Source: an optimization exercise on an open RTL-to-GDS flow (aim: small area). Production flows keep margins and buffers that such runs may drop. At most, simulation tests tie the RTL to the original design; equivalence was not proved. No functional check of the RTL was part of run 4. Power figures rest on the tool's default switching activity, not on a simulated workload.

==> flow/design.v <==
package pulse_pkg;
	typedef logic [24-1:0]      period_t;       
	typedef logic [16-1:0]        pulse_time_t;   
	typedef logic [8-1:0]   nut_width_t;
	typedef logic [8-1:0]       pulse_count_t;  
	typedef logic [8-1:0] blank_delay_t;
	typedef enum logic {
		MODE_CW,
		MODE_ECHO
	} seq_mode_t;
	typedef enum logic [1:0] {
		TR_PUMP,
		TR_GAP,
		TR_PI,
		TR_DONE
	} train_state_t;
	typedef enum logic {
		LD_IDLE,
		LD_ACK
	} load_state_t;
endpackage
`timescale 1ns/1ns
module pulse_top (
	input  logic         clk,
	input  logic         reset,
	input  logic         load_req,
	output logic         load_ack,
	input  pulse_pkg::period_t      period,
	input  pulse_pkg::pulse_time_t  pump_width,
	input  pulse_pkg::pulse_time_t  pi_delay,
	input  pulse_pkg::pulse_time_t  pi_width,
	input  pulse_pkg::pulse_time_t  nut_delay,
	input  pulse_pkg::nut_width_t   nut_width,
	input  pulse_pkg::pulse_count_t pi_count,
	input  pulse_pkg::blank_delay_t blank_delay,
	input  pulse_pkg::pulse_time_t  blank_width,
	input  logic         pump_en,
	input  logic         nut_en,
	input  logic         blank_en,
	output logic         sync_on,    
	output logic         pulse_on,   
	output logic         inhib       
);
	logic         req_s1, req_s2, ack, pending;
	logic         capture, swap, pstart;
	logic [23:0]  sh_period;
	logic [15:0]  sh_pump_width, sh_pi_delay, sh_pi_width, sh_nut_delay, sh_blank_width;
	logic [7:0]   sh_nut_width, sh_pi_count, sh_blank_delay;
	logic         sh_pump_en, sh_nut_en, sh_blank_en;
	logic [23:0]  a_period;
	logic [15:0]  a_pw, a_pd, a_wd, a_nd, a_bw;
	logic [7:0]   a_nw, a_n, a_bd;
	logic         a_pen, a_nen, a_ben;
	assign capture  = !ack && req_s2;
	assign swap     = pstart && pending;
	assign load_ack = ack;
	always_ff @(posedge clk) begin
		if (reset) begin
			req_s1 <= 1'b0;
			req_s2 <= 1'b0;
			ack    <= 1'b0;
		end else begin
			req_s1 <= load_req;
			req_s2 <= req_s1;
			ack    <= req_s2;
		end
	end
	always_ff @(posedge clk) begin
		if (capture) begin
			sh_period      <= period;
			sh_pump_width  <= pump_width;
			sh_pi_delay    <= pi_delay;
			sh_pi_width    <= pi_width;
			sh_nut_delay   <= nut_delay;
			sh_nut_width   <= nut_width;
			sh_pi_count    <= pi_count;
			sh_blank_delay <= blank_delay;
			sh_blank_width <= blank_width;
			sh_pump_en     <= pump_en;
			sh_nut_en      <= nut_en;
			sh_blank_en    <= blank_en;
		end
	end
	always_ff @(posedge clk) begin
		if (reset) begin
			pending  <= 1'b0;
			a_period <= 24'(2000);
			a_pw     <= 16'(30);
			a_pd     <= 16'(200);
			a_wd     <= 16'(30);
			a_nd     <= 16'(300);
			a_nw     <= 8'(50);
			a_n      <= 8'(1);
			a_bd     <= 8'(50);
			a_bw     <= 16'(100);
			a_pen    <= 1'b1;
			a_nen    <= 1'b0;
			a_ben    <= 1'b1;
		end else begin
			if (swap) begin
				a_period <= sh_period;
				a_pw     <= sh_pump_width;
				a_pd     <= sh_pi_delay;
				a_wd     <= sh_pi_width;
				a_nd     <= sh_nut_delay;
				a_nw     <= sh_nut_width;
				a_n      <= sh_pi_count;
				a_bd     <= sh_blank_delay;
				a_bw     <= sh_blank_width;
				a_pen    <= sh_pump_en;
				a_nen    <= sh_nut_en;
				a_ben    <= sh_blank_en;
			end
			if (capture) begin
				pending <= 1'b1;
			end else if (pstart) begin
				pending <= 1'b0;
			end
		end
	end
	logic        ph0;    
	logic [23:0] r, rr;
	assign rr     = ph0 ? a_period : r;
	assign pstart = (rr == 24'd0);
	always_ff @(posedge clk) begin
		r   <= rr - 24'd1;
		ph0 <= reset || pstart;
	end
	logic [16:0] dw;      
	logic [17:0] step;    
	logic [16:0] q;       
	logic [16:0] s;       
	logic [18:0] k;       
	logic        wrap;    
	assign dw   = {1'b0, a_pd} + {1'b0, a_wd};
	assign step = {1'b0, dw} + {2'b0, a_pd};
	assign q    = {9'b0, a_bd} + {1'b0, a_bw};
	assign s    = {9'b0, a_nw} + {1'b0, a_nd};
	assign k    = {1'b0, a_period[17:0]} + {1'b0, step};
	assign wrap = (&a_period[23:18]) && k[18] && (rr[23:18] == 6'd0) && (rr[17:0] <= k[17:0]);
	logic        pump, pdone, pstall;
	logic [17:0] rp;
	logic [7:0]  pcnt;
	logic        pump_e, pdone_e, pstall_e;
	logic [17:0] rp_e, x, psrc;
	logic        rpz, xz, main, pact, padv_raw, padv, last;
	logic        pump_vis, pi_vis;
	assign pump_e   = ph0 || pump;
	assign pdone_e  = !ph0 && pdone;
	assign pstall_e = !ph0 && pstall;
	assign rp_e     = ph0 ? {2'b0, a_pw} : rp;
	assign rpz      = (rp_e == 18'd0);
	assign main     = !pump_e || rpz;
	assign x        = (pump_e && rpz) ? {1'b0, dw} : rp_e;
	assign xz       = (x == 18'd0);
	assign pact     = main && !pdone_e && !pstall_e;
	assign padv_raw = pact && xz;
	assign padv     = padv_raw && !ph0;
	assign last     = (pcnt == 8'd1);
	assign pump_vis = pump_e && !rpz;
	assign pi_vis   = pact && !xz && (x <= {2'b0, a_wd}) && !ph0;
	assign psrc     = padv_raw ? (last ? {1'b0, q} : step) : x;
	always_ff @(posedge clk) begin
		rp     <= psrc - 18'd1;
		pump   <= pump_e && !rpz;
		pdone  <= pdone_e || (padv && last);
		pstall <= pstall_e || (padv_raw && ph0) || (padv && !last && ((psrc == 18'd0) || wrap));
		pcnt   <= ph0 ? a_n : (padv ? pcnt - 8'd1 : pcnt);
	end
	logic        bidle, bstall, bdone;
	logic [17:0] cb;
	logic        bidle_e, bstall_e, bdone_e;
	logic [17:0] y, bsrc;
	logic        bstart, brun, yz, badv, blk_vis;
	assign bidle_e  = ph0 || bidle;
	assign bstall_e = !ph0 && bstall;
	assign bdone_e  = !ph0 && bdone;
	assign bstart   = bidle_e && padv_raw;
	assign y        = bidle_e ? {1'b0, q} : cb;
	assign yz       = (y == 18'd0);
	assign brun     = (!bidle_e || bstart) && !bstall_e && !bdone_e;
	assign badv     = brun && yz;
	assign blk_vis  = brun && !yz && (y <= {2'b0, a_bw}) && !ph0;
	assign bsrc     = badv ? step : y;
	always_ff @(posedge clk) begin
		cb     <= bsrc - 18'd1;
		bidle  <= bidle_e && !bstart;
		bstall <= bstall_e || (badv && ((bsrc == 18'd0) || wrap));
		bdone  <= bdone_e || (pdone_e && rpz);
	end
	logic nwin, win, w0s;
	logic eq_s, eq_nd;
	assign eq_s  = (rr[23:17] == 7'd0) && (rr[16:0] == s);
	assign eq_nd = (rr[23:16] == 8'd0) && (rr[15:0] == a_nd);
	assign win   = (eq_s || (nwin && !ph0)) && !eq_nd;
	always_ff @(posedge clk) begin
		nwin <= win;
		if (ph0) begin
			w0s <= win;
		end
	end
	logic cw, pulse_nx, sync_nx, inhib_nx, nut_nx;
	logic s1_pulse, s1_sync, s1_inhib;
	assign cw       = (a_n == 8'd0);
	assign pulse_nx = cw || (a_pen && pump_vis) || pi_vis;
	assign sync_nx  = !cw && !(pdone_e || (padv && last));
	assign inhib_nx = !cw && a_ben && !blk_vis;
	assign nut_nx   = a_nen && (ph0 ? w0s : win);
	always_ff @(posedge clk) begin
		if (reset) begin
			s1_pulse <= 1'b0;
			s1_sync  <= 1'b0;
			s1_inhib <= 1'b0;
			pulse_on <= 1'b0;
			sync_on  <= 1'b0;
			inhib    <= 1'b0;
		end else begin
			s1_pulse <= pulse_nx || nut_nx;
			s1_sync  <= sync_nx;
			s1_inhib <= inhib_nx;
			pulse_on <= s1_pulse;
			sync_on  <= s1_sync;
			inhib    <= s1_inhib;
		end
	end
endmodule
==> flow/run.sh <==
#!/bin/bash
# synth_recipe.tcl (not shown) runs the flow's synth.tcl, then flattens the netlist and writes it again
# the make line also repeats each setting of config.mk as NAME=value (left out here)
make -C /OpenROAD-flow-scripts/flow DESIGN_CONFIG=/design/flow/config.mk WORK_HOME=/design/flow/orfs CLKGATE_MAP_FILE= SYNTH_SCRIPT=/design/flow/synth_recipe.tcl finish
==> flow/config.mk <==
export PLATFORM = sky130hd
export DESIGN_NAME = pulse_top
export DESIGN_NICKNAME = pulse_top
export VERILOG_FILES = /design/flow/design.v
export SDC_FILE = /design/flow/constraint.sdc
export NUM_CORES = 4
export LEC_CHECK = 0
export CAP_MARGIN = 20
export CORE_MARGIN = 2
export CORE_UTILIZATION = 40
export SLEW_MARGIN = 20
==> flow/constraint.sdc <==
create_clock -name core_clock -period 10.0 [get_ports {clk}]
set_input_delay 2.0000 -clock core_clock [delete_from_list [all_inputs] [get_ports {clk}]]
set_output_delay 2.0000 -clock core_clock [all_outputs]
set_load 0.01 [all_outputs]
==> impl_metrics.json, run 1 <==
{
  "max-slew-margin-rel_pct": 41.0,
  "wl_um": 54100,
  "synth_edf_count": 140,
  "drtIter0Drc": 1121,
  "drv_slew": 0,
  "die_h_um": 223,
  "yosys.cell_types.count": 99,
  "start_util_pct": 40.4,
  "crit_arrival_ps": 8060,
  "core.rowCount": 80,
  "routed_via_density": 5.48,
  "worstSetupStartpointType": "flop",
  "grt_pass1_vias": 15200,
  "core_area_um2": 47600,
  "fin_setup_tns_ps": 0,
  "seq_area_frac_synth_pct": 43.6,
  "syn_inst": 2088,
  "cts_buffer_depth": 3,
  "syn_area_per_cell_um2": 9.22,
  "grt_max_degree": 83,
  "whs_ps": 451,
  "synth-adder-area-share_pct": 8.45,
  "postRouteAntennaNets": 0,
  "max_freq_ghz": 0.132,
  "finalClockSkew_ps": 16.3,
  "synth_compound_area_share_pct": 15.2,
  "period_share_pct": 75.8,
  "n_antenna_cell": 0,
  "htreeDepth": 2,
  "grt_pass1_wl_um": 84400,
  "drtPass1Iterations": 6,
  "synth-simple-area-share_pct": 19.5,
  "cts_made_buffers": 40,
  "cp_common_cell": "ha_1",
  "num_vias": 15600,
  "yosysWarnings": 1,
  "crit_slowest_cell": "o311ai_0",
  "cts_tree": "done",
  "tightest_slew_ps": 886,
  "path_clk_slew_ps": 60,
  "synth_top_area_cell": "edfxtp_1",
  "placed_cells": 2782,
  "cts_setup_buffers": 0,
  "netlist_area_um2": 19200,
  "async_reset_ff_share_pct": 0,
  "pin_count": 138,
  "muxShareOfSynthArea_pct": 2.85,
  "vdd_drop_max_v": 0.000124,
  "port-buffer-count": 137,
  "worstSkewPairLatency_ps": 560,
  "hold_viol": 0,
  "status": "finished clean",
  "min_period_ps": 7580,
  "final_cells": 2855,
  "power_density_nw_per_um2": 140,
  "synth_nets": 2349,
  "crit_required_ps": 10480,
  "place_congestion": 0.936,
  "cts_sinks": 349,
  "synth_top_family_by_area": "simple AND/OR/NAND/NOR gates",
  "rsz0062_at_grt": "false",
  "critPathCaptureType": "flop",
  "overflow": 0,
  "gr-usage-all-layers_pct": 21.5,
  "ctsHoldBuffers": 0,
  "synth-xor-area-share_pct": 6.31,
  "critPathKind": "reg2reg",
  "synthFlopType": "dfxtp_1",
  "dieArea_um2": 49900,
  "wl_per_cell_um": 18.9,
  "p_leak_nw": 8.66,
  "synthTopCellsByArea": "edfxtp_1, dfxtp_1, ha_1",
  "utilization_pct": 47.1,
  "dp_hpwl_um": 41700,
  "max_stage_delay_ps": 620,
  "antenna_found_initial": 0,
  "die_x_um": 223,
  "fillers": 4606,
  "drive_above_1_share_pct": 6.25,
  "cts_root_buf": "clkbuf_16",
  "hp-class": "reg2reg",
  "area_growth_pct": 16.6,
  "yosys_register_bits": 349,
  "cts_resized": 0,
  "finalSetupViolCount": 0,
  "drc_errors": 0,
  "synth_top_area_share_pct": 21.8,
  "nets": 2470,
  "crit_path_max_fanout": 5,
  "max_cap_violations": 0
}
[layout by cell type (no fill, tap or decap), drive strengths merged, types with 8 or more instances in the layout]
master / instances
nor2: 113
or3: 23
o21a: 23
nor4: 20
inv: 109
nor3: 47
a31oi: 14
a211oi: 15
o211ai: 13
ha: 122
dfxtp: 209
nand2b: 13
buf: 18
edfxtp: 140
clkdlybuf4s50: 136
a21oi: 203
nor3b: 8
a21o: 24
nand4: 20
clkbuf: 54
nand3: 39
mux2: 12
nand2: 373
nand3b: 43
or2: 14
and2: 10
o31ai: 11
nor2b: 23
clkinv: 14
xor2: 44
mux2i: 41
xnor2: 93
o21ai: 83
[cells by family (layout without fill, tap and decap cells)]
| kind of cell | after synthesis | after routing |
|---|---|---|
| AND/OR/NAND/NOR | 778 | 778 |
| AO/OA/AOI/OAI | 462 | 462 |
| flip-flops | 349 | 349 |
| buffers and inverters | 182 | 334 |
| XOR/XNOR | 137 | 137 |
| adder cells (fa/ha/maj) | 127 | 127 |
| multiplexers | 53 | 53 |
[through the flow]
stage               total power, mW  setup slack (ps)  instance area, µm²
finish                         3.13              2420               22400
global route                   3.24              1990               22400
CTS                            3.17              2390               22400
detailed placement             1.73              2450               21200
global placement               1.73              2720               21200
floorplan                      1.65              3190               19200
[sequential cells by signal (all words and copies together), names as in the netlist, 16 cells and up]
signal / count
a_wd: 16
sh_blank_width: 16
a_bw: 16
a_pw: 16
sh_pi_delay: 16
sh_period: 24
cb: 18
sh_pump_width: 16
r: 24
a_nd: 16
a_period: 24
a_pd: 16
sh_nut_delay: 16
rp: 18
sh_pi_width: 16
[worst max-delay path: cells and delay by family (launching register included)]
| kind | cells | cell delay (ps) |
|---|---|---|
| compound gates | 10 | 2780 |
| fa+ha+maj | 5 | 1520 |
| flops | 1 | 350 |
| simple gates | 10 | 2730 |
| buf+inv | 1 | 90 |
[layer usage]
metal  vias up  global-route usage, %  part of all wire (%)  routed length, µm
li1       7673                      -                     -                  -
met1      7487                   30.4                    48              25800
met2       402                   34.1                    44              24000
met3        83                   3.50                   5.4               2910
met4         0                   5.94                   2.4               1310
met5         -                      0                     0                  0
[power breakdown]
group | internal (mW) | total, mW | switching, mW
combinational | 0.0896 | 0.171 | 0.0811
sequential | 1.51 | 1.53 | 0.0159
clock | 0.837 | 1.43 | 0.594
total | 2.44 | 3.13 | 0.691
[final cells by class]
class / instances / area (µm²) / area share, %
clock buffer: 54 / 1110 / 4.96
clock inverter: 19 / 170 / 0.758
inverter: 107 / 402 / 1.79
multi-input combinational: 1557 / 10100 / 45.0
sequential: 349 / 8390 / 37.4
tap: 615 / 769 / 3.43
timing repair buffer: 154 / 1500 / 6.67
[cell usage after synthesis, drive strengths merged (33+ instances only)]
master  number
edfxtp     140
xor2        44
ha         122
clkbuf      42
nand3       39
nor3        47
xnor2       93
mux2i       41
a21oi      203
nand2      373
nand3b      43
buf         33
inv        106
nor2       113
dfxtp      209
o21ai       83
[final timing paths]
path                            cells past startpoint     end  startpoint  slack [ps]
worst max register to register                     26  bstall     a_pd[0]        2420
worst min register to register                      1   inhib    s1_inhib         450
worst max-delay path                               26  bstall     a_pd[0]        2420
worst min-delay path                                1   inhib    s1_inhib         450
==> inputs of run 2 (changes only) <==
--- a/flow/design.v
+++ b/flow/design.v
@@ -130,63 +130,124 @@
 	logic [17:0] step;    
 	logic [16:0] q;       
 	logic [16:0] s;       
-	logic [18:0] k;       
+	logic        dz, wz, stepz, bdz, bwz;
 	logic        wrap;    
-	assign dw   = {1'b0, a_pd} + {1'b0, a_wd};
-	assign step = {1'b0, dw} + {2'b0, a_pd};
-	assign q    = {9'b0, a_bd} + {1'b0, a_bw};
-	assign s    = {9'b0, a_nw} + {1'b0, a_nd};
-	assign k    = {1'b0, a_period[17:0]} + {1'b0, step};
-	assign wrap = (&a_period[23:18]) && k[18] && (rr[23:18] == 6'd0) && (rr[17:0] <= k[17:0]);
+	always_comb begin
+		logic c;
+		c = 1'b0;
+		for (int i = 0; i < 16; i++) begin
+			dw[i] = a_pd[i] ^ a_wd[i] ^ c;
+			c     = (a_pd[i] & a_wd[i]) | (a_pd[i] & c) | (a_wd[i] & c);
+		end
+		dw[16] = c;
+		c = 1'b0;
+		for (int i = 0; i < 17; i++) begin
+			logic b;
+			b       = (i < 16) ? a_pd[i] : 1'b0;
+			step[i] = dw[i] ^ b ^ c;
+			c       = (dw[i] & b) | (dw[i] & c) | (b & c);
+		end
+		step[17] = c;
+		c = 1'b0;
+		for (int i = 0; i < 16; i++) begin
+			logic b;
+			b    = (i < 8) ? a_bd[i] : 1'b0;
+			q[i] = a_bw[i] ^ b ^ c;
+			c    = (a_bw[i] & b) | (a_bw[i] & c) | (b & c);
+		end
+		q[16] = c;
+		c = 1'b0;
+		for (int i = 0; i < 16; i++) begin
+			logic b;
+			b    = (i < 8) ? a_nw[i] : 1'b0;
+			s[i] = a_nd[i] ^ b ^ c;
+			c    = (a_nd[i] & b) | (a_nd[i] & c) | (b & c);
+		end
+		s[16] = c;
+	end
+	assign dz    = (a_pd == 16'd0);
+	assign wz    = (a_wd == 16'd0);
+	assign stepz = dz && wz;
+	assign bdz   = (a_bd == 8'd0);
+	assign bwz   = (a_bw == 16'd0);
+	always_comb begin
+		logic [17:0] sm, cy;
+		logic c;
+		for (int i = 0; i < 18; i++) begin
+			sm[i] = a_period[i] ^ step[i] ^ ~rr[i];
+			cy[i] = (a_period[i] & step[i]) | (a_period[i] & ~rr[i]) | (step[i] & ~rr[i]);
+		end
+		c = sm[0];   
+		for (int i = 1; i < 18; i++) begin
+			c = (sm[i] & cy[i-1]) | (sm[i] & c) | (cy[i-1] & c);
+		end
+		wrap = (&a_period[23:18]) && (rr[23:18] == 6'd0) && cy[17] && c;
+	end
 	logic        pump, pdone, pstall;
 	logic [17:0] rp;
 	logic [7:0]  pcnt;
 	logic        pump_e, pdone_e, pstall_e;
-	logic [17:0] rp_e, x, psrc;
-	logic        rpz, xz, main, pact, padv_raw, padv, last;
-	logic        pump_vis, pi_vis;
+	logic [17:0] rp_e, dcnt, rp_nx;
+	logic        rz, r1, pe, mctx, pact, adv_now, padv_raw, padv, last;
+	logic        pump_vis, pi_vis, wcmp;
 	assign pump_e   = ph0 || pump;
 	assign pdone_e  = !ph0 && pdone;
 	assign pstall_e = !ph0 && pstall;
 	assign rp_e     = ph0 ? {2'b0, a_pw} : rp;
-	assign rpz      = (rp_e == 18'd0);
-	assign main     = !pump_e || rpz;
-	assign x        = (pump_e && rpz) ? {1'b0, dw} : rp_e;
-	assign xz       = (x == 18'd0);
-	assign pact     = main && !pdone_e && !pstall_e;
-	assign padv_raw = pact && xz;
+	assign dcnt     = rp_e - 18'd1;
+	assign rz       = (rp_e == 18'd0);
+	assign r1       = (rp_e == 18'd1);
+	assign pe       = pump_e && rz;             
+	assign mctx     = !pump_e || rz;
+	assign pact     = mctx && !pdone_e && !pstall_e;
+	assign adv_now  = pe ? stepz : r1;
+	assign padv_raw = pact && adv_now;
 	assign padv     = padv_raw && !ph0;
 	assign last     = (pcnt == 8'd1);
-	assign pump_vis = pump_e && !rpz;
-	assign pi_vis   = pact && !xz && (x <= {2'b0, a_wd}) && !ph0;
-	assign psrc     = padv_raw ? (last ? {1'b0, q} : step) : x;
-	always_ff @(posedge clk) begin
-		rp     <= psrc - 18'd1;
-		pump   <= pump_e && !rpz;
+	assign pump_vis = pump_e && !rz;
+	always_comb begin
+		logic le;
+		le = 1'b1;
+		for (int i = 0; i < 16; i++) begin
+			le = (dcnt[i] ^ a_wd[i]) ? a_wd[i] : le;
+		end
+		wcmp = le && (dcnt[17:16] == 2'd0);
+	end
+	assign pi_vis = pact && !adv_now && (pe ? dz : wcmp) && !ph0;
+	assign rp_nx  = padv_raw ? (last ? {1'b0, q} : step) : (pe ? {1'b0, dw} : dcnt);
+	always_ff @(posedge clk) begin
+		rp     <= rp_nx;
+		pump   <= pump_e && !rz;
 		pdone  <= pdone_e || (padv && last);
-		pstall <= pstall_e || (padv_raw && ph0) || (padv && !last && ((psrc == 18'd0) || wrap));
+		pstall <= pstall_e || (padv_raw && ph0) || (padv && !last && (stepz || wrap));
 		pcnt   <= ph0 ? a_n : (padv ? pcnt - 8'd1 : pcnt);
 	end
 	logic        bidle, bstall, bdone;
-	logic [17:0] cb;
+	logic [17:0] cb, dcb;
 	logic        bidle_e, bstall_e, bdone_e;
-	logic [17:0] y, bsrc;
-	logic        bstart, brun, yz, badv, blk_vis;
+	logic        bstart, brun, c1, badv, blk_vis, bcmp;
 	assign bidle_e  = ph0 || bidle;
 	assign bstall_e = !ph0 && bstall;
 	assign bdone_e  = !ph0 && bdone;
-	assign bstart   = bidle_e && padv_raw;
-	assign y        = bidle_e ? {1'b0, q} : cb;
-	assign yz       = (y == 18'd0);
-	assign brun     = (!bidle_e || bstart) && !bstall_e && !bdone_e;
-	assign badv     = brun && yz;
-	assign blk_vis  = brun && !yz && (y <= {2'b0, a_bw}) && !ph0;
-	assign bsrc     = badv ? step : y;
-	always_ff @(posedge clk) begin
-		cb     <= bsrc - 18'd1;
+	assign bstart   = bidle_e && padv_raw;      
+	assign brun     = !bidle_e && !bstall_e && !bdone_e;
+	assign dcb      = cb - 18'd1;
+	assign c1       = (cb == 18'd1);
+	assign badv     = brun && c1;
+	always_comb begin
+		logic le;
+		le = 1'b1;
+		for (int i = 0; i < 16; i++) begin
+			le = (dcb[i] ^ a_bw[i]) ? a_bw[i] : le;
+		end
+		bcmp = le && (dcb[17:16] == 2'd0);
+	end
+	assign blk_vis = ((bstart && bdz && !bwz) || (brun && !c1 && bcmp)) && !ph0;
+	always_ff @(posedge clk) begin
+		cb     <= bstart ? {1'b0, q} : (badv ? step : dcb);
 		bidle  <= bidle_e && !bstart;
-		bstall <= bstall_e || (badv && ((bsrc == 18'd0) || wrap));
-		bdone  <= bdone_e || (pdone_e && rpz);
+		bstall <= bstall_e || (badv && (stepz || wrap));
+		bdone  <= bdone_e || (pdone_e && r1);
 	end
 	logic nwin, win, w0s;
 	logic eq_s, eq_nd;
--- a/flow/config.mk
+++ b/flow/config.mk
@@ -8,4 +8,7 @@
 export CAP_MARGIN = 20
 export CORE_MARGIN = 2
 export CORE_UTILIZATION = 40
+export CTS_BUF_LIST = sky130_fd_sc_hd__clkbuf_8
+export CTS_CLUSTER_DIAMETER = 60
+export CTS_CLUSTER_SIZE = 20
 export SLEW_MARGIN = 20
==> run 2 against run 1 <==
  * Still clean on timing, DRC and antenna
  * Synthesized cell count decreased by 23%
  * Clock power is 29% lower
  * Area after synthesis down 13%
  * Clock skew is 32 ps higher
  * Combinational power grew 77%
  * First-iteration DRC count shrank 28%
  * Register-to-register slack got worse by 1200 ps
  * Via count shrank 23%
  * Utilization fell by 0.12 points
  * Hold slack got worse by 10 ps
  * Cell count shrank 20%
  * Critical path type unchanged
  * Largest cell class is now flip-flops and latches
  * Largest power group unchanged
  * Highest routed layer unchanged
==> impl_metrics.json, run 2 <==
{
  "synthFlopType": "dfxtp_1",
  "drc_errors": 0,
  "critPathCaptureType": "flop",
  "crit_required_ps": 10470,
  "grt_pass1_vias": 12100,
  "layout_commonest_cell": "nand2_1",
  "core.rowCount": 74,
  "num_vias": 12100,
  "core_area_um2": 41000,
  "cp_common_cell": "fa_1",
  "crit_path_max_fanout": 5,
  "cts_sinks": 349,
  "layout_setup_ws_ps": 1220,
  "final_cells": 2286,
  "dieArea_um2": 43400,
  "syn_inst": 1618,
  "drtIter0Drc": 811,
  "die_x_um": 208,
  "seq_area_frac_synth_pct": 50.2,
  "fin_area_um2": 19300,
  "crit_slowest_cell": "fa_1",
  "tightest_slew_ps": 1120,
  "post-place-ws_ps": 1220,
  "status": "finished clean",
  "syn_area_per_cell_um2": 10.3,
  "rsz0062_at_grt": "false",
  "yosysWarnings": 1,
  "finalClockSkew_ps": 48.5,
  "max_freq_ghz": 0.114,
  "max_stage_delay_ps": 450,
  "max-slew-margin-rel_pct": 25.4,
  "multiInputGateArea_um2": 7650,
  "r2r_slack_ps": 1220,
  "cts_resized": 0,
  "ff_latch_area_um2": 8390,
  "whs_ps": 441,
  "netlist_area_um2": 16700,
  "overflow": 0,
  "critPathKind": "reg2reg",
  "nets": 1951,
  "n_antenna_cell": 0,
  "worstSkewPairLatency_ps": 630,
  "finalSetupViolCount": 0,
  "period_share_pct": 87.8,
  "ctsHoldBuffers": 0,
  "grt_max_degree": 76,
  "port-buffer-count": 137,
  "synth_edf_count": 140,
  "utilization_pct": 47.0,
  "cts_setup_buffers": 0,
  "start_util_pct": 40.7,
  "place_congestion": 0.867,
  "worstSetupStartpointType": "flop",
  "hold_viol": 0,
  "power.total_mw": 2.91,
  "antenna_found_initial": 0,
  "fin_setup_tns_ps": 0,
  "async_reset_ff_share_pct": 0,
  "wl_per_cell_um": 18.8,
  "cts_buffer_depth": 3,
  "synth.top_cells.by_count": "nand2_1, dfxtp_1, edfxtp_1",
  "reg_top3": "a_period x24, r x24, sh_period x24",
  "synthTopCellsByArea": "edfxtp_1, dfxtp_1, fa_1",
  "htreeDepth": 2,
  "drtPass1Iterations": 5,
  "yosys.cell_types.count": 79,
  "pin_count": 138,
  "gr-usage-all-layers_pct": 19.8,
  "drv_slew": 0,
  "p_leak_nw": 6.82,
  "vdd_drop_max_v": 0.000102,
  "dp_hpwl_um": 31500,
  "min_period_ps": 8780,
  "cts_root_buf": "clkbuf_8",
  "synth_top_area_share_pct": 25.2,
  "placed_cells": 2222,
  "postRouteAntennaNets": 0,
  "yosys_register_bits": 349,
  "max_cap_violations": 0,
  "die_h_um": 208,
  "cts_tree": "done",
  "hp-class": "reg2reg",
  "fillers": 3900,
  "wl_um": 43000,
  "path_clk_slew_ps": 100,
  "mostFrequentLayoutCells": "nand2_1, dfxtp_1, edfxtp_1",
  "cts_made_buffers": 35,
  "synth_most_common_cell": "nand2_1",
  "dpl-instance-area_um2": 18500,
  "synth_top_area_cell": "edfxtp_1",
  "grt_pass1_wl_um": 67500,
  "drive_above_1_share_pct": 7.18,
  "power_density_nw_per_um2": 151,
  "routed_via_density": 5.30,
  "synth_nets": 1842,
  "area_growth_pct": 15.3,
  "crit_arrival_ps": 9250
}
[run 2: cell count changes in the layout (fill, tap and decap cells not counted), sizes merged, moves of 21 or more]
| cell | before | now |
|---|---|---|
| or3 | 23 | 1 |
| o21ai | 83 | 54 |
| xnor2 | 93 | 50 |
| fa | 5 | 62 |
| a21oi | 203 | 130 |
| ha | 122 | 28 |
| nor2 | 113 | 83 |
| nand2 | 373 | 305 |
| a211o | 2 | 28 |
| a21o | 24 | 3 |
| nand3 | 39 | 17 |
| nand3b | 43 | 9 |
[run 2: final cells by class]
class,count,area share [%]
Timing Repair Buffer,148,7.53
Inverter,81,1.58
Tap cell,532,3.45
Clock buffer,36,2.57
Sequential cell,349,43.5
Clock inverter,28,1.60
Multi-Input combinational cell,1112,39.7
[run 2: worst max-delay path: cells and delay by family (launching register included)]
kind,cells,cell delay [ps]
AOI/OAI and AO/OA,6,880
buffers and inverters,4,350
and+or+nand+nor,2,210
DFF,1,380
adders and majority gates,17,6820
[run 2: final timing paths]
kind / from / endpoint / cells after the start
setup reg to reg: a_pd[0] / bstall / 29
setup / recovery: a_pd[0] / bstall / 29
hold reg to reg: s1_sync / sync_on / 1
hold / removal: s1_sync / sync_on / 1
[run 2: where the power goes]
group	internal [mW]	leakage [nW]	total (mW)	switching (mW)
sequential	1.54	2.99	1.59	0.0522
combinational	0.147	3.42	0.302	0.155
clock	0.414	0.409	1.02	0.602
[run 2: per-layer routing]
metal	GRT usage (%)	vias up	wire length (µm)
li1	-	5840	-
met3	3.50	71	2150
met2	30.4	309	19000
met1	28.3	5903	20600
met4	6.45	0	1180
met5	0	-	0
[run 2: kinds of logic after synthesis]
kind of cell,Yosys count,share of synthesized area (%)
simple gates,563,15.6
flops,349,50.2
xor+xnor,96,5.03
mux,55,3.74
fa+ha+maj,96,9.91
compound gates,302,11.2
buf+inv,157,4.25
==> inputs of run 3 (changes only) <==
--- a/flow/config.mk
+++ b/flow/config.mk
@@ -8,7 +8,4 @@
 export CAP_MARGIN = 20
 export CORE_MARGIN = 2
 export CORE_UTILIZATION = 40
-export CTS_BUF_LIST = sky130_fd_sc_hd__clkbuf_8
-export CTS_CLUSTER_DIAMETER = 60
-export CTS_CLUSTER_SIZE = 20
 export SLEW_MARGIN = 20
==> run 3 against run 2 <==
  * Hold slack better by 2.0 ps
  * Sequential cell count unchanged
  * Clock skew decreased by 19 ps
  * Area after synthesis is the same
  * Critical path depth unchanged
  * Largest power group unchanged
  * Synthesized cell count unchanged
==> impl_metrics.json, run 3 <==
{
  "status": "finished clean",
  "die_h_um": 208,
  "n_antenna_cell": 0,
  "drtPass1Iterations": 7,
  "fillers": 3866,
  "p_sw_share_pct": 24.3,
  "max_freq_ghz": 0.114,
  "grt_max_degree": 76,
  "max_cap_violations": 0,
  "synth.top_cells.by_count": "nand2_1, dfxtp_1, edfxtp_1",
  "max-slew-margin-rel_pct": 28.4,
  "utilization_pct": 48.1,
  "fin_setup_tns_ps": 0,
  "synth_most_common_cell": "nand2_1",
  "worstHoldEndpoint": "req_s2",
  "clockPowerShare_pct": 42.7,
  "r2r_start": "a_pd[0]",
  "power_frac_seq_pct": 48.2,
  "netlist_area_um2": 16700,
  "crit_cells": 29,
  "p_switching_mw": 0.804,
  "syn_inst": 1618,
  "hold_depth": 1,
  "cp_common_cell": "fa_1",
  "hp-class": "reg2reg",
  "power.total_mw": 3.31,
  "crit_path_max_fanout": 5,
  "async_reset_ff_share_pct": 0,
  "drive_above_1_share_pct": 6.92,
  "seq_area_frac_synth_pct": 50.2,
  "critPathKind": "reg2reg",
  "crit_slowest_cell": "fa_1",
  "cts_made_buffers": 39,
  "place_congestion": 0.867,
  "power_density_nw_per_um2": 168,
  "cts_root_buf": "clkbuf_16",
  "postRouteAntennaNets": 0,
  "yosys.cell_types.count": 79,
  "wl_um": 43400,
  "gr-usage-all-layers_pct": 20.0,
  "core_area_um2": 41000,
  "core.rowCount": 74,
  "r2r_slack_ps": 1240,
  "p_comb_share_pct": 9.2,
  "drtIter0Drc": 826,
  "yosysWarnings": 1,
  "routed_via_density": 5.31,
  "worstSkewPairLatency_ps": 570,
  "ctsHoldBuffers": 0,
  "intPower_mw": 2.50,
  "worst_hold_startpoint": "req_s1",
  "nets": 1955,
  "drv_slew": 0,
  "syn_area_per_cell_um2": 10.3,
  "max_stage_delay_ps": 450,
  "start_util_pct": 40.7,
  "dieArea_um2": 43400,
  "worstSetupStartpointType": "flop",
  "synth_top_area_share_pct": 25.2,
  "crit_arrival_ps": 9190,
  "port-buffer-count": 137,
  "synth_nets": 1842,
  "drc_errors": 0,
  "rsz0062_at_grt": "false",
  "vdd_drop_max_v": 0.000127,
  "crit_required_ps": 10430,
  "path_clk_slew_ps": 60,
  "tightest_slew_ps": 1070,
  "grt_pass1_vias": 12200,
  "cts_sinks": 349,
  "worst_r2r_path_depth": 29,
  "pin_count": 138,
  "cts_resized": 0,
  "crit-reg2reg-capture": "pstall",
  "hold_viol": 0,
  "layout_commonest_cell": "nand2_1",
  "dp_hpwl_um": 31500,
  "cts_setup_buffers": 0,
  "mostFrequentLayoutCells": "nand2_1, dfxtp_1, edfxtp_1",
  "overflow": 0,
  "critPathCaptureType": "flop",
  "cts_tree": "done",
  "htreeDepth": 2,
  "die_x_um": 208,
  "synthTopCellsByArea": "edfxtp_1, dfxtp_1, fa_1",
  "grt_pass1_wl_um": 68100,
  "num_vias": 12200,
  "finalClockSkew_ps": 29.8,
  "synth_top_area_cell": "edfxtp_1",
  "antenna_found_initial": 0,
  "wl_per_cell_um": 18.9,
  "crit_buf_inv": 4,
  "placed_cells": 2222,
  "area_growth_pct": 18.0,
  "finalSetupViolCount": 0,
  "reg_top3": "a_period x24, r x24, sh_period x24",
  "min_period_ps": 8760,
  "final_cells": 2294,
  "synth_edf_count": 140,
  "p_leak_nw": 7.01,
  "cts_buffer_depth": 3,
  "critPathTopFamily": "adder cells",
  "yosys_register_bits": 349,
  "period_share_pct": 87.6,
  "synthFlopType": "dfxtp_1"
}
[run 3: cell counts after synthesis]
Identical to the previous run, type by type.
[run 3: worst register-to-register path, delay by kind of cell (launching register included)]
family                     cells  cell delay (ps)
buffers and inverters          4              360
DFF                            1              360
and+or+nand+nor                2              220
adders and majority gates     17             6820
AOI/OAI and AO/OA              6              880
[run 3: through the flow]
step                setup slack (ps)  hold slack (ps)  instance area, µm²
finish                          1240              443               19700
global route                     933              451               19700
CTS                             1230              449               19700
detailed placement              1220              437               18500
global placement                1320              419               18500
floorplan                       1780              414               16700
[run 3: cell families (layout without fill, tap and decap cells)]
| family | count (synthesis) | in the layout | synth area share (%) |
|---|---|---|---|
| muxes | 55 | 55 | 3.74 |
| xor gates and xnor gates | 96 | 96 | 5.03 |
| adders and majority gates | 96 | 96 | 9.91 |
| and+or+nand+nor | 563 | 563 | 15.6 |
| DFF | 349 | 349 | 50.2 |
| AOI/OAI and AO/OA | 302 | 302 | 11.2 |
| buffers and inverters | 157 | 301 | 4.25 |
[run 3: power groups by stage]
stage                     Sequential (mW)  Combinational (mW)  Clock, mW
after floorplan                      1.61               0.201          0
after global placement               1.62               0.293          0
after detailed placement             1.62               0.299          0
after CTS                            1.59               0.301       1.45
after global routing                 1.60               0.337       1.50
final                                1.59               0.303       1.41
[run 3: routing by layer]
metal / up-vias / GRT usage, % / share of wire [%]
li1: 5851 / - / -
met1: 5931 / 28.4 / 48
met3: 90 / 3.64 / 4.9
met4: 0 / 7.14 / 3.3
met5: - / 0 / 0
met2: 299 / 30.5 / 44
[run 3: layout make-up]
type                    instances  area, µm²  area share (%)
repair buffers                148       1450            7.36
clock buffers                  48       1030            5.22
inverters                      81        304            1.54
well taps                     532        666            3.38
multi-input cells            1112       7650            38.8
clock inverters                24        216            1.10
flip-flops and latches        349       8390            42.6
[run 3: worst max-delay path by stage]
stage,from,to,slack [ps]
floorplan,a_pd[0],pstall,1780
global route,a_pd[0],pstall,930
finish,a_pd[0],pstall,1240
detailed placement,a_pd[0],pstall,1220
CTS,a_pd[0],bstall,1230
global placement,a_pd[0],pstall,1320
==> inputs of run 4 (changes only) <==
--- a/flow/design.v
+++ b/flow/design.v
@@ -183,13 +183,13 @@
 		end
 		wrap = (&a_period[23:18]) && (rr[23:18] == 6'd0) && cy[17] && c;
 	end
-	logic        pump, pdone, pstall;
+	logic        pump, pdone, pstall, pin;
 	logic [17:0] rp;
 	logic [7:0]  pcnt;
 	logic        pump_e, pdone_e, pstall_e;
 	logic [17:0] rp_e, dcnt, rp_nx;
 	logic        rz, r1, pe, mctx, pact, adv_now, padv_raw, padv, last;
-	logic        pump_vis, pi_vis, wcmp;
+	logic        pump_vis, pi_vis, pvis, weq;
 	assign pump_e   = ph0 || pump;
 	assign pdone_e  = !ph0 && pdone;
 	assign pstall_e = !ph0 && pstall;
@@ -205,19 +205,14 @@
 	assign padv     = padv_raw && !ph0;
 	assign last     = (pcnt == 8'd1);
 	assign pump_vis = pump_e && !rz;
-	always_comb begin
-		logic le;
-		le = 1'b1;
-		for (int i = 0; i < 16; i++) begin
-			le = (dcnt[i] ^ a_wd[i]) ? a_wd[i] : le;
-		end
-		wcmp = le && (dcnt[17:16] == 2'd0);
-	end
-	assign pi_vis = pact && !adv_now && (pe ? dz : wcmp) && !ph0;
+	assign weq    = (dcnt[17:16] == 2'd0) && (dcnt[15:0] == a_wd);
+	assign pvis   = pact && !adv_now && (pe ? dz : (pin || weq));
+	assign pi_vis = pvis && !ph0;
 	assign rp_nx  = padv_raw ? (last ? {1'b0, q} : step) : (pe ? {1'b0, dw} : dcnt);
 	always_ff @(posedge clk) begin
 		rp     <= rp_nx;
 		pump   <= pump_e && !rz;
+		pin    <= padv_raw ? dz : pvis;
 		pdone  <= pdone_e || (padv && last);
 		pstall <= pstall_e || (padv_raw && ph0) || (padv && !last && (stepz || wrap));
 		pcnt   <= ph0 ? a_n : (padv ? pcnt - 8'd1 : pcnt);
==> flow/flow/run.sh (new file) <==
#!/bin/bash
# Standard ORFS layout; port buffers use the smallest buffer cell.
set -euo pipefail
export BUFFER_PORTS_ARGS="-buffer_cell sky130_fd_sc_hd__buf_1"
bash standard.sh finish > orfs_make.log 2>&1
==> flow/standard.sh (new file) <==
#!/bin/bash
# synth_recipe.tcl (not shown) runs the flow's synth.tcl, then flattens the netlist and writes it again
# the make line also repeats each setting of config.mk as NAME=value (left out here)
make -C /OpenROAD-flow-scripts/flow DESIGN_CONFIG=/design/flow/config.mk WORK_HOME=/design/flow/orfs CLKGATE_MAP_FILE= SYNTH_SCRIPT=/design/flow/synth_recipe.tcl "${@:-finish}"
--- a/flow/config.mk
+++ b/flow/config.mk
@@ -8,4 +8,7 @@
 export CAP_MARGIN = 20
 export CORE_MARGIN = 2
 export CORE_UTILIZATION = 40
+export CTS_BUF_LIST = sky130_fd_sc_hd__clkbuf_8
+export CTS_CLUSTER_DIAMETER = 60
+export CTS_CLUSTER_SIZE = 20
 export SLEW_MARGIN = 20
removed: flow/run.sh
==> run 4 against run 3 <==
  * Synthesized cell count rose by 2.2%
  * Still clean
  * Global-route usage rose by 0.60 points
  * Wire length rose by 1.8%
  * Combinational power fell by 14%
==> impl_metrics.json, run 4 <==
{
  "status": "finished clean",
  "synth_nets": 1877,
  "post-place-ws_ps": 740,
  "dp_hpwl_um": 32800,
  "nets": 1991,
  "crit_slowest_cell": "fa_1",
  "r2r_slack_ps": 760,
  "tightest_slew_ps": 984,
  "grt_pass1_wl_um": 69500,
  "port-buffer-count": 137,
  "max_cap_violations": 0,
  "die_h_um": 208,
  "crit_path_max_fanout": 5,
  "cts_tree": "done",
  "critPathCaptureType": "flop",
  "min_period_ps": 9240,
  "finalClockSkew_ps": 36.3,
  "gr-usage-all-layers_pct": 20.6,
  "synth_top_area_cell": "dfxtp_1",
  "synth_edf_count": 140,
  "mostFrequentLayoutCells": "nand2_1, dfxtp_1, edfxtp_1",
  "grt_max_degree": 80,
  "path_clk_slew_ps": 90,
  "hp-class": "reg2reg",
  "whs_ps": 446,
  "drtPass1Iterations": 5,
  "core_area_um2": 40900,
  "crit_required_ps": 10440,
  "cp_common_cell": "fa_1",
  "yosys.cell_types.count": 69,
  "synth_most_common_cell": "nand2_1",
  "worst_r2r_path_depth": 29,
  "worstHoldEndpoint": "req_s2",
  "cts_sinks": 350,
  "cts_buffer_depth": 3,
  "fin_setup_tns_ps": 0,
  "crit_arrival_ps": 9680,
  "num_vias": 12300,
  "period_share_pct": 92.4,
  "vdd_drop_max_v": 0.000124,
  "hold_depth": 1,
  "antenna_found_initial": 0,
  "n_antenna_cell": 0,
  "cts_setup_buffers": 0,
  "start_util_pct": 40.6,
  "grt_pass1_vias": 12300,
  "worstSkewPairLatency_ps": 620,
  "cts_made_buffers": 36,
  "critPathKind": "reg2reg",
  "seq_area_frac_synth_pct": 50.6,
  "max-slew-margin-rel_pct": 33.9,
  "power_density_nw_per_um2": 158,
  "dieArea_um2": 43200,
  "drtIter0Drc": 832,
  "synthTopCellsByArea": "dfxtp_1, edfxtp_1, nand2_1",
  "syn_area_per_cell_um2": 10.0,
  "worst_hold_startpoint": "req_s1",
  "netlist_area_um2": 16600,
  "synth_top_area_share_pct": 25.3,
  "cts_root_buf": "clkbuf_8",
  "htreeDepth": 2,
  "synthFlopType": "dfxtp_1",
  "pin_count": 138,
  "area_growth_pct": 10.9,
  "postRouteAntennaNets": 0,
  "drive_above_1_share_pct": 5.30,
  "overflow": 0,
  "drv_slew": 0,
  "wl_per_cell_um": 19.0,
  "cts_resized": 0,
  "async_reset_ff_share_pct": 0,
  "yosys_register_bits": 350,
  "power.total_mw": 2.91,
  "die_x_um": 208,
  "wl_um": 44200,
  "p_leak_nw": 6.61,
  "layout_commonest_cell": "nand2_1",
  "setup.worst_path.start": "a_pd[0]",
  "worstSetupStartpointType": "flop",
  "finalSetupViolCount": 0,
  "ctsHoldBuffers": 0,
  "layout_setup_ws_ps": 764,
  "syn_inst": 1653,
  "core.rowCount": 74,
  "yosysWarnings": 1,
  "place_congestion": 0.949,
  "max_stage_delay_ps": 590,
  "rsz0062_at_grt": "false",
  "drc_errors": 0,
  "crit-reg2reg-capture": "pstall",
  "hold_viol": 0,
  "routed_via_density": 5.30,
  "max_freq_ghz": 0.108,
  "r2r_start": "a_pd[0]",
  "reg_top3": "a_period x24, r x24, sh_period x24",
  "synth.top_cells.by_count": "nand2_1, dfxtp_1, edfxtp_1"
}
run 4: logic make-up after synthesis:
kind of cell	share of synthesized area, %
and+or+nand+nor	17.5
DFF	50.6
AOI/OAI and AO/OA	9.80
buffers and inverters	3.71
xor gates and xnor gates	5.76
adders and majority gates	9.77
muxes	2.86
run 4: area by class of cell:
cell class,count,area [µm²]
fillers,3990,22500
flip-flops and latches,350,8410
clock buffers,37,509
multi-input cells,1151,7600
repair buffers,148,601
well taps,532,666
inverters,80,300
clock inverters,27,318
run 4: how the worst max path moves through the flow:
stage / end / cells after the start
2_1_floorplan: pstall / 30
3_3_place_gp: pstall / 30
3_5_place_dp: pstall / 29
4_1_cts: pstall / 29
5_1_grt: pstall / 30
6_report: pstall / 29
run 4: layer usage:
metal  global-route usage [%]  part of all wire, %  vias to the layer above
met1                     27.3                   44                     5989
met3                     4.52                  6.2                       77
li1                         -                    -                     5938
met4                     6.97                  3.1                        0
met2                     33.4                   47                      321
met5                        0                    0                        -
run 4: per-stage QoR:
stage	cell area [µm²]	cells	util, %
6_report	18400	2325	45.0
5_1_grt	18400	2325	45.0
4_1_cts	18400	2325	45.0
3_5_place_dp	17600	2261	43.0
3_3_place_gp	17600	2261	43.0
2_1_floorplan	16600	1653	-
run 4: where the power goes:
group / internal, mW / total (mW) / switching, mW / leakage [nW]
registers: 1.54 / 1.60 / 0.0508 / 3.00
logic: 0.110 / 0.261 / 0.151 / 3.19
clock network: 0.464 / 1.05 / 0.589 / 0.431
total: 2.12 / 2.91 / 0.791 / 6.61
run 4: worst max-delay path: cells and delay by family, from the launching register on:
family / cells / cell delay [ps]
buffers and inverters: 4 / 270
adder cells (fa/ha/maj): 19 / 7430
AO/OA/AOI/OAI: 5 / 840
AND/OR/NAND/NOR: 1 / 120
flip-flops: 1 / 380
==> inputs of run 5 (changes only) <==
--- a/flow/design.v
+++ b/flow/design.v
@@ -130,6 +130,7 @@
 	logic [17:0] step;    
 	logic [16:0] q;       
 	logic [16:0] s;       
+	logic        nwin_e;
 	logic        dz, wz, stepz, bdz, bwz;
 	logic        wrap;    
 	always_comb begin
@@ -159,7 +160,7 @@
 		c = 1'b0;
 		for (int i = 0; i < 16; i++) begin
 			logic b;
-			b    = (i < 8) ? a_nw[i] : 1'b0;
+			b    = (i < 8) ? (a_nw[i] && !nwin_e) : 1'b0;
 			s[i] = a_nd[i] ^ b ^ c;
 			c    = (a_nd[i] & b) | (a_nd[i] & c) | (b & c);
 		end
@@ -245,10 +246,10 @@
 		bdone  <= bdone_e || (pdone_e && r1);
 	end
 	logic nwin, win, w0s;
-	logic eq_s, eq_nd;
-	assign eq_s  = (rr[23:17] == 7'd0) && (rr[16:0] == s);
-	assign eq_nd = (rr[23:16] == 8'd0) && (rr[15:0] == a_nd);
-	assign win   = (eq_s || (nwin && !ph0)) && !eq_nd;
+	logic eq_s;
+	assign nwin_e = nwin && !ph0;
+	assign eq_s   = (rr[23:17] == 7'd0) && (rr[16:0] == s);
+	assign win    = nwin_e ? !eq_s : (eq_s && (a_nw != 8'd0));
 	always_ff @(posedge clk) begin
 		nwin <= win;
 		if (ph0) begin
==> flow/flow/run.sh (replaced) <==
#!/bin/bash
# Standard ORFS layout; port buffers use the smallest buffer cell, CTS without dummy loads.
set -euo pipefail
export BUFFER_PORTS_ARGS="-buffer_cell sky130_fd_sc_hd__buf_1"
export CTS_ARGS="-sink_clustering_enable -repair_clock_nets -buf_list sky130_fd_sc_hd__clkbuf_8 -sink_clustering_size 20 -sink_clustering_max_diameter 60 -dont_use_dummy_load"
bash standard.sh finish > orfs_make.log 2>&1
--- a/flow/config.mk
+++ b/flow/config.mk
@@ -8,7 +8,4 @@
 export CAP_MARGIN = 20
 export CORE_MARGIN = 2
 export CORE_UTILIZATION = 40
-export CTS_BUF_LIST = sky130_fd_sc_hd__clkbuf_8
-export CTS_CLUSTER_DIAMETER = 60
-export CTS_CLUSTER_SIZE = 20
 export SLEW_MARGIN = 20
==> run 5 against run 4 <==
  * Still clean on timing, DRC and antenna
  * Clock skew grew 70 ps
  * Synthesized cell count shrank 3.7%
  * Cell count shrank 4.0%
  * Sequential power shrank 4%
  * Setup slack lost 160 ps
  * First-iteration DRC count grew 3.4%
  * Wire length shrank 4.6%
  * Hold slack lost 2.7 ps
  * Fmax shrank 1.7%
==> impl_metrics.json, run 5 <==
{
  "status": "finished clean",
  "synth_nets": 1816,
  "netlist_area_um2": 16400,
  "synth_edf_count": 140,
  "hold_viol": 0,
  "path_clk_slew_ps": 120,
  "placed_cells": 2200,
  "critPathKind": "reg2reg",
  "drive_above_1_share_pct": 4.53,
  "drtIter0Drc": 860,
  "crit_slowest_cell": "fa_1",
  "worstSetupStartpointType": "flop",
  "synthTopCellsByArea": "dfxtp_1, edfxtp_1, nand2_1",
  "cts_buffer_depth": 3,
  "n_antenna_cell": 0,
  "postRouteAntennaNets": 0,
  "htreeDepth": 1,
  "synthFlopType": "dfxtp_1",
  "start_util_pct": 40.4,
  "fin_setup_tns_ps": 0,
  "period_share_pct": 94.0,
  "tightest_slew_ps": 1020,
  "max_stage_delay_ps": 490,
  "cp_common_cell": "fa_1",
  "wl_um": 42100,
  "setup.worst_path.start": "a_pd[0]",
  "drc_errors": 0,
  "yosysWarnings": 1,
  "overflow": 0,
  "place_congestion": 0.915,
  "crit_path_max_fanout": 5,
  "multiInputGateArea_um2": 7340,
  "synth_top_area_cell": "dfxtp_1",
  "crit_arrival_ps": 9900,
  "dp_hpwl_um": 31400,
  "cts_sinks": 350,
  "drv_slew": 0,
  "hp-class": "reg2reg",
  "pin_count": 138,
  "grt_max_degree": 75,
  "p_leak_nw": 6.21,
  "r2r_start": "a_pd[0]",
  "finalClockSkew_ps": 106,
  "crit_required_ps": 10500,
  "gr-usage-all-layers_pct": 20.0,
  "cts_tree": "done",
  "power_density_nw_per_um2": 135,
  "cts_resized": 0,
  "min_period_ps": 9400,
  "worstSkewPairLatency_ps": 680,
  "drtPass1Iterations": 5,
  "mostFrequentLayoutCells": "nand2_1, dfxtp_1, edfxtp_1",
  "cts_made_buffers": 31,
  "max_freq_ghz": 0.106,
  "port-buffer-count": 137,
  "syn_area_per_cell_um2": 10.3,
  "core.rowCount": 74,
  "async_reset_ff_share_pct": 0,
  "core_area_um2": 40600,
  "area_growth_pct": 8.00,
  "num_vias": 11700,
  "layout_commonest_cell": "nand2_1",
  "synth_top_area_share_pct": 25.6,
  "final_cells": 2231,
  "dieArea_um2": 42700,
  "syn_inst": 1592,
  "rsz0062_at_grt": "false",
  "worst_hold_startpoint": "sh_nut_delay[2]",
  "yosys_register_bits": 350,
  "yosys.cell_types.count": 73,
  "routed_via_density": 5.25,
  "die_x_um": 207,
  "ff_latch_area_um2": 8410,
  "cts_setup_buffers": 0,
  "critPathCaptureType": "flop",
  "nets": 1925,
  "synth_most_common_cell": "nand2_1",
  "grt_pass1_vias": 11500,
  "cts_root_buf": "clkbuf_8",
  "reg_top3": "a_period x24, r x24, sh_period x24",
  "finalSetupViolCount": 0,
  "fillers": 3932,
  "grt_pass1_wl_um": 65600,
  "wl_per_cell_um": 18.9,
  "synth.top_cells.by_count": "nand2_1, dfxtp_1, edfxtp_1",
  "max-slew-margin-rel_pct": 31.6,
  "ctsHoldBuffers": 0,
  "max_cap_violations": 0,
  "antenna_found_initial": 0,
  "seq_area_frac_synth_pct": 51.2,
  "vdd_drop_max_v": 0.000123,
  "die_h_um": 207
}
==> run 5: final timing paths <==
kind	slack, ps	to	cells past startpoint
max	600	bstall	32
min	440	a_nd[2]	1
max reg2reg	600	bstall	32
min reg2reg	440	a_nd[2]	1
==> run 5: power by group <==
part / internal (mW) / total [mW] / leakage (nW) / switching (mW)
Combinational: 0.0517 / 0.127 / 3.00 / 0.0753
Sequential: 1.52 / 1.53 / 2.99 / 0.0173
Clock: 0.274 / 0.726 / 0.223 / 0.452
Total: 1.84 / 2.39 / 6.21 / 0.545
==> run 5: metrics by stage <==
stage          area (µm²)  power (mW)  utilization (%)  setup slack, ps  hold WS, ps
3_3_place_gp        17300        1.69             42.6              823          420
6_report            17700        2.39             43.6              600          444
3_5_place_dp        17300        1.69             42.6              704          432
5_1_grt             17700        2.48             43.6              176          458
4_1_cts             17700        2.42             43.6              596          454
2_1_floorplan       16400        1.65                -             1260          414
==> run 5: cell families after synthesis <==
group | after synthesis | synth area share (%)
simple gates | 588 | 16.7
mux | 57 | 3.71
xor+xnor | 92 | 5.00
buf+inv | 147 | 4.16
fa+ha+maj | 93 | 9.88
compound gates | 265 | 9.40
flops | 350 | 51.2
==> run 5: critical path: cells and delay by family (launching register included) <==
| kind | cells | cell delay (ps) |
|---|---|---|
| fa+ha+maj | 20 | 7530 |
| compound gates | 5 | 690 |
| buf+inv | 4 | 270 |
| simple gates | 3 | 350 |
| flops | 1 | 380 |
==> run 5: area by class of cell <==
cell class	count	share of cell area [%]
Clock buffer	31	2.41
Inverter	75	1.59
Multi-Input combinational cell	1095	41.4
Sequential cell	350	47.4
Tap cell	532	3.75
Timing Repair Buffer	148	3.41
==> run 5: layer usage <==
| layer | track usage [%] | share of wire [%] | up-vias |
|---|---|---|---|
| met5 | 0 | 0 | - |
| met4 | 4.90 | 2.3 | 0 |
| met3 | 4.33 | 6.8 | 63 |
| met2 | 30.8 | 44 | 329 |
| met1 | 28.6 | 46 | 5662 |
| li1 | - | - | 5666 |
==> inputs of run 6 (changes only) <==
==> flow/flow/run.sh (replaced) <==
#!/bin/bash
# The standard ORFS layout with three changes:
#  - synthesis maps logic with an area-oriented ABC script (flow/abc_area.script),
#  - port buffers use the smallest buffer cell,
#  - clock tree with clkbuf_8 clusters and no dummy loads.
set -euo pipefail
here=$(pwd)
export AREA_ABC_SCRIPT="$here/flow/abc_area.script"
export BUFFER_PORTS_ARGS="-buffer_cell sky130_fd_sc_hd__buf_1"
export CTS_ARGS="-sink_clustering_enable -repair_clock_nets -buf_list sky130_fd_sc_hd__clkbuf_8 -sink_clustering_size 20 -sink_clustering_max_diameter 60 -dont_use_dummy_load"
cat flow/abc_override.tcl synth_recipe.tcl > area_synth.tcl
sed "s|SYNTH_SCRIPT=[^ ]*|SYNTH_SCRIPT=$here/area_synth.tcl|" standard.sh > area_standard.sh
bash area_standard.sh finish > orfs_make.log 2>&1
==> flow/flow/abc_area.script (new file) <==
&get -n
&st
&dch
&nf -a
&put
topo
==> flow/flow/abc_override.tcl (new file) <==
# Technology mapping with an area-oriented ABC script instead of ORFS's delay-oriented one.
# Only the final mapping call changes: registers are mapped before it, as in the standard synthesis.
proc abc {args} {
  set i [lsearch -exact $args -script]
  if { $i >= 0 } {
    lset args [expr { $i + 1 }] $::env(AREA_ABC_SCRIPT)
  }
  yosys abc {*}$args
}
==> run 6 against run 5 <==
  * Area after synthesis decreased by 6.2%
  * Non-clock buffer count increased by 1
  * Critical path depth shrank 5
  * Sequential share of layout area is 1.6 points higher
  * Global-route usage is 1.6 points lower
  * Wire length shrank 13%
==> impl_metrics.json, run 6 <==
{
  "core_area_um2": 37800,
  "yosys_register_bits": 350,
  "placed_cells": 2099,
  "cts_buffer_depth": 3,
  "worstSetupStartpointType": "flop",
  "core.rowCount": 71,
  "wl_per_cell_um": 17.1,
  "max_cap_violations": 0,
  "final_cells": 2133,
  "synth-xor-area-share_pct": 5.23,
  "synth_top_area_share_pct": 27.3,
  "worstSkewPairLatency_ps": 620,
  "cts_tree": "done",
  "min_period_ps": 8770,
  "n_antenna_cell": 0,
  "wl_met3_um": 1290,
  "synth-adder-area-share_pct": 10.3,
  "gr-usage-all-layers_pct": 18.4,
  "synth_top_family_by_area": "simple AND/OR/NAND/NOR gates",
  "period_share_pct": 87.7,
  "synth_nets": 1663,
  "postRouteAntennaNets": 0,
  "dpl-instance-area_um2": 16700,
  "cts_root_buf": "clkbuf_8",
  "p_leak_nw": 6.27,
  "power_density_nw_per_um2": 149,
  "cts_setup_buffers": 0,
  "overflow": 0,
  "place_congestion": 0.888,
  "syn_inst": 1439,
  "htreeDepth": 2,
  "vdd_drop_max_v": 0.0000845,
  "finalSetupViolCount": 0,
  "async_reset_ff_share_pct": 0,
  "synthTopCellsByArea": "dfxtp_1, edfxtp_1, fa_1",
  "synth.top_cells.by_count": "nor2_1, dfxtp_1, nand2_1",
  "nets": 1848,
  "crit_arrival_ps": 9230,
  "muxShareOfSynthArea_pct": 3.73,
  "drive_above_1_share_pct": 3.27,
  "critPathCaptureType": "flop",
  "cts_resized": 0,
  "area_growth_pct": 11.3,
  "yosysWarnings": 1,
  "wl_met1_um": 17100,
  "max-slew-margin-rel_pct": 32.4,
  "hold_viol": 0,
  "grt_pass1_wl_um": 59000,
  "finalClockSkew_ps": 80.8,
  "synth_top_area_cell": "dfxtp_1",
  "antenna_found_initial": 0,
  "drv_slew": 0,
  "cts_made_buffers": 34,
  "status": "finished clean",
  "synth_most_common_cell": "nor2_1",
  "crit_path_max_fanout": 5,
  "pin_count": 138,
  "synth_compound_area_share_pct": 7.95,
  "whs_ps": 432,
  "drtPass1Iterations": 5,
  "mostFrequentLayoutCells": "nor2_1, dfxtp_1, nand2_1, edfxtp_1, buf_1",
  "dieArea_um2": 40100,
  "seq_area_frac_synth_pct": 54.6,
  "rsz0062_at_grt": "false",
  "crit_required_ps": 10460,
  "syn_area_per_cell_um2": 10.7,
  "wl_um": 36500,
  "grt_pass1_vias": 11000,
  "tightest_slew_ps": 1010,
  "fin_area_um2": 17100,
  "dr_wl_met2_um": 17300,
  "yosys.cell_types.count": 48,
  "synth_edf_count": 140,
  "path_clk_slew_ps": 90,
  "critPathKind": "reg2reg",
  "num_vias": 10800,
  "netlist_area_um2": 15400,
  "reg_top3": "a_period x24, r x24, sh_period x24",
  "die_h_um": 200,
  "routed_via_density": 5.07,
  "port-buffer-count": 137,
  "start_util_pct": 40.8,
  "hp-class": "reg2reg",
  "die_x_um": 200,
  "cts_sinks": 350,
  "ctsHoldBuffers": 0,
  "synth-simple-area-share_pct": 16.3,
  "dp_hpwl_um": 26200,
  "grt_max_degree": 93,
  "drtIter0Drc": 523,
  "drc_errors": 0,
  "layout_commonest_cell": "nor2_1",
  "fin_setup_tns_ps": 0,
  "max_freq_ghz": 0.114,
  "topRoutingLayerUsed": "met4",
  "synthFlopType": "dfxtp_1"
}
==> run 6: cell types whose count changed in the layout (fill, tap and decap cells not counted), sizes merged, moves of 10 or more <==
| cell | previous run | this run |
|---|---|---|
| a31oi | 11 | 1 |
| inv | 74 | 0 |
| o21ai | 66 | 79 |
| clkinv | 1 | 75 |
| nor2 | 71 | 235 |
| nor3 | 29 | 89 |
| nand3b | 27 | 2 |
| a211oi | 10 | 25 |
| nand2 | 341 | 141 |
| a21oi | 124 | 58 |
| a211o | 13 | 1 |
==> run 6: cell type report <==
cell class / count / area [µm²]
Fill cell: 3655 / 20600
Inverter: 75 / 282
Timing Repair Buffer: 149 / 608
Sequential cell: 350 / 8410
Multi-Input combinational cell: 1014 / 6740
Clock buffer: 34 / 468
Tap cell: 511 / 639
==> run 6: critical path, cell delays in order (launching register included) <==
cell	delay, ps
dfxtp_1	370
ha_1	230
fa_1	400
fa_1	470
clkinv_1	80
fa_1	170
clkinv_1	70
fa_1	370
fa_1	380
fa_1	400
fa_1	390
fa_1	390
fa_1	390
fa_1	400
fa_1	430
fa_1	420
fa_1	430
fa_1	400
clkinv_1	70
fa_1	180
clkinv_1	90
fa_1	420
ha_1	340
fa_1	490
a222oi_1	340
o21ai_0	140
a31oi_1	260
o22ai_1	100
==> run 6: final timing paths <==
kind	cells past startpoint	from	end	slack (ps)
setup / recovery	27	a_pd[0]	bstall	1230
hold / removal	1	s1_inhib	inhib	430
setup reg to reg	27	a_pd[0]	bstall	1230
hold reg to reg	1	s1_inhib	inhib	430
==> run 6: kinds of logic after synthesis <==
family                   count (synthesis)
AND/OR/NAND/NOR                        569
AO/OA/AOI/OAI                          206
buffers and inverters                   75
XOR/XNOR                                92
adder cells (fa/ha/maj)                 90
flip-flops                             350
multiplexers                            57
==> run 6: per-layer routing <==
layer / vias up / GRT usage, %
li1: 5391 / -
met1: 5174 / 24.9
met2: 200 / 30.4
met3: 51 / 2.59
met4: 0 / 5.97
met5: - / 0
==> run 6: report_power, final <==
group,total (mW),internal (mW),leakage [nW],switching [mW]
registers,1.58,1.54,3.00,0.0382
clock network,0.764,0.305,0.244,0.459
logic,0.218,0.0942,3.02,0.124
total,2.56,1.94,6.27,0.621
==> run 6: metrics by stage <==
step                      power (mW)  worst slack (ps)  util, %
after detailed placement        1.83              1160     44.2
after global routing            2.68               802     45.4
final                           2.56              1230     45.4
after global placement          1.82              1380     44.2
after floorplan                 1.75              1630        -
after CTS                       2.60              1150     45.4

-- static timing again, ports no longer ideal --
Ports are ideal in the flow. The routed layouts listed here were re-timed in OpenROAD.
Step 1 assumes that a clkbuf_16 drives the clock port and a buf_2 every other input.
Step 2 times the ports against the registers' clock, not the clock port: input delays grow and output delays shrink by t, the midpoint of the rising clock arrivals with the driver on.
a / b / c = ideal ports / drivers / drivers and shift; a / b = the first two.
run | t, ns | setup slack, ns | worst setup path after step 2 | clock arrival spread, ns | worst slew at a driven data input, ns
run 1 | 0.613 | 2.422 / 2.422 / 2.422 | register to register | 0.017 / 0.017 | 0.06
run 2 | 0.660 | 1.217 / 1.217 / 1.217 | register to register | 0.049 / 0.048 | 0.06
run 3 | 0.611 | 1.243 / 1.243 / 1.243 | register to register | 0.033 / 0.033 | 0.06
run 4 | 0.649 | 0.764 / 0.764 / 0.764 | register to register | 0.037 / 0.037 | 0.04
run 5 | 0.680 | 0.600 / 0.600 / 0.600 | register to register | 0.106 / 0.106 | 0.07
run 6 | 0.631 | 1.229 / 1.229 / 1.229 | register to register | 0.081 / 0.081 | 0.04
After both steps setup and hold are still met in every run listed.
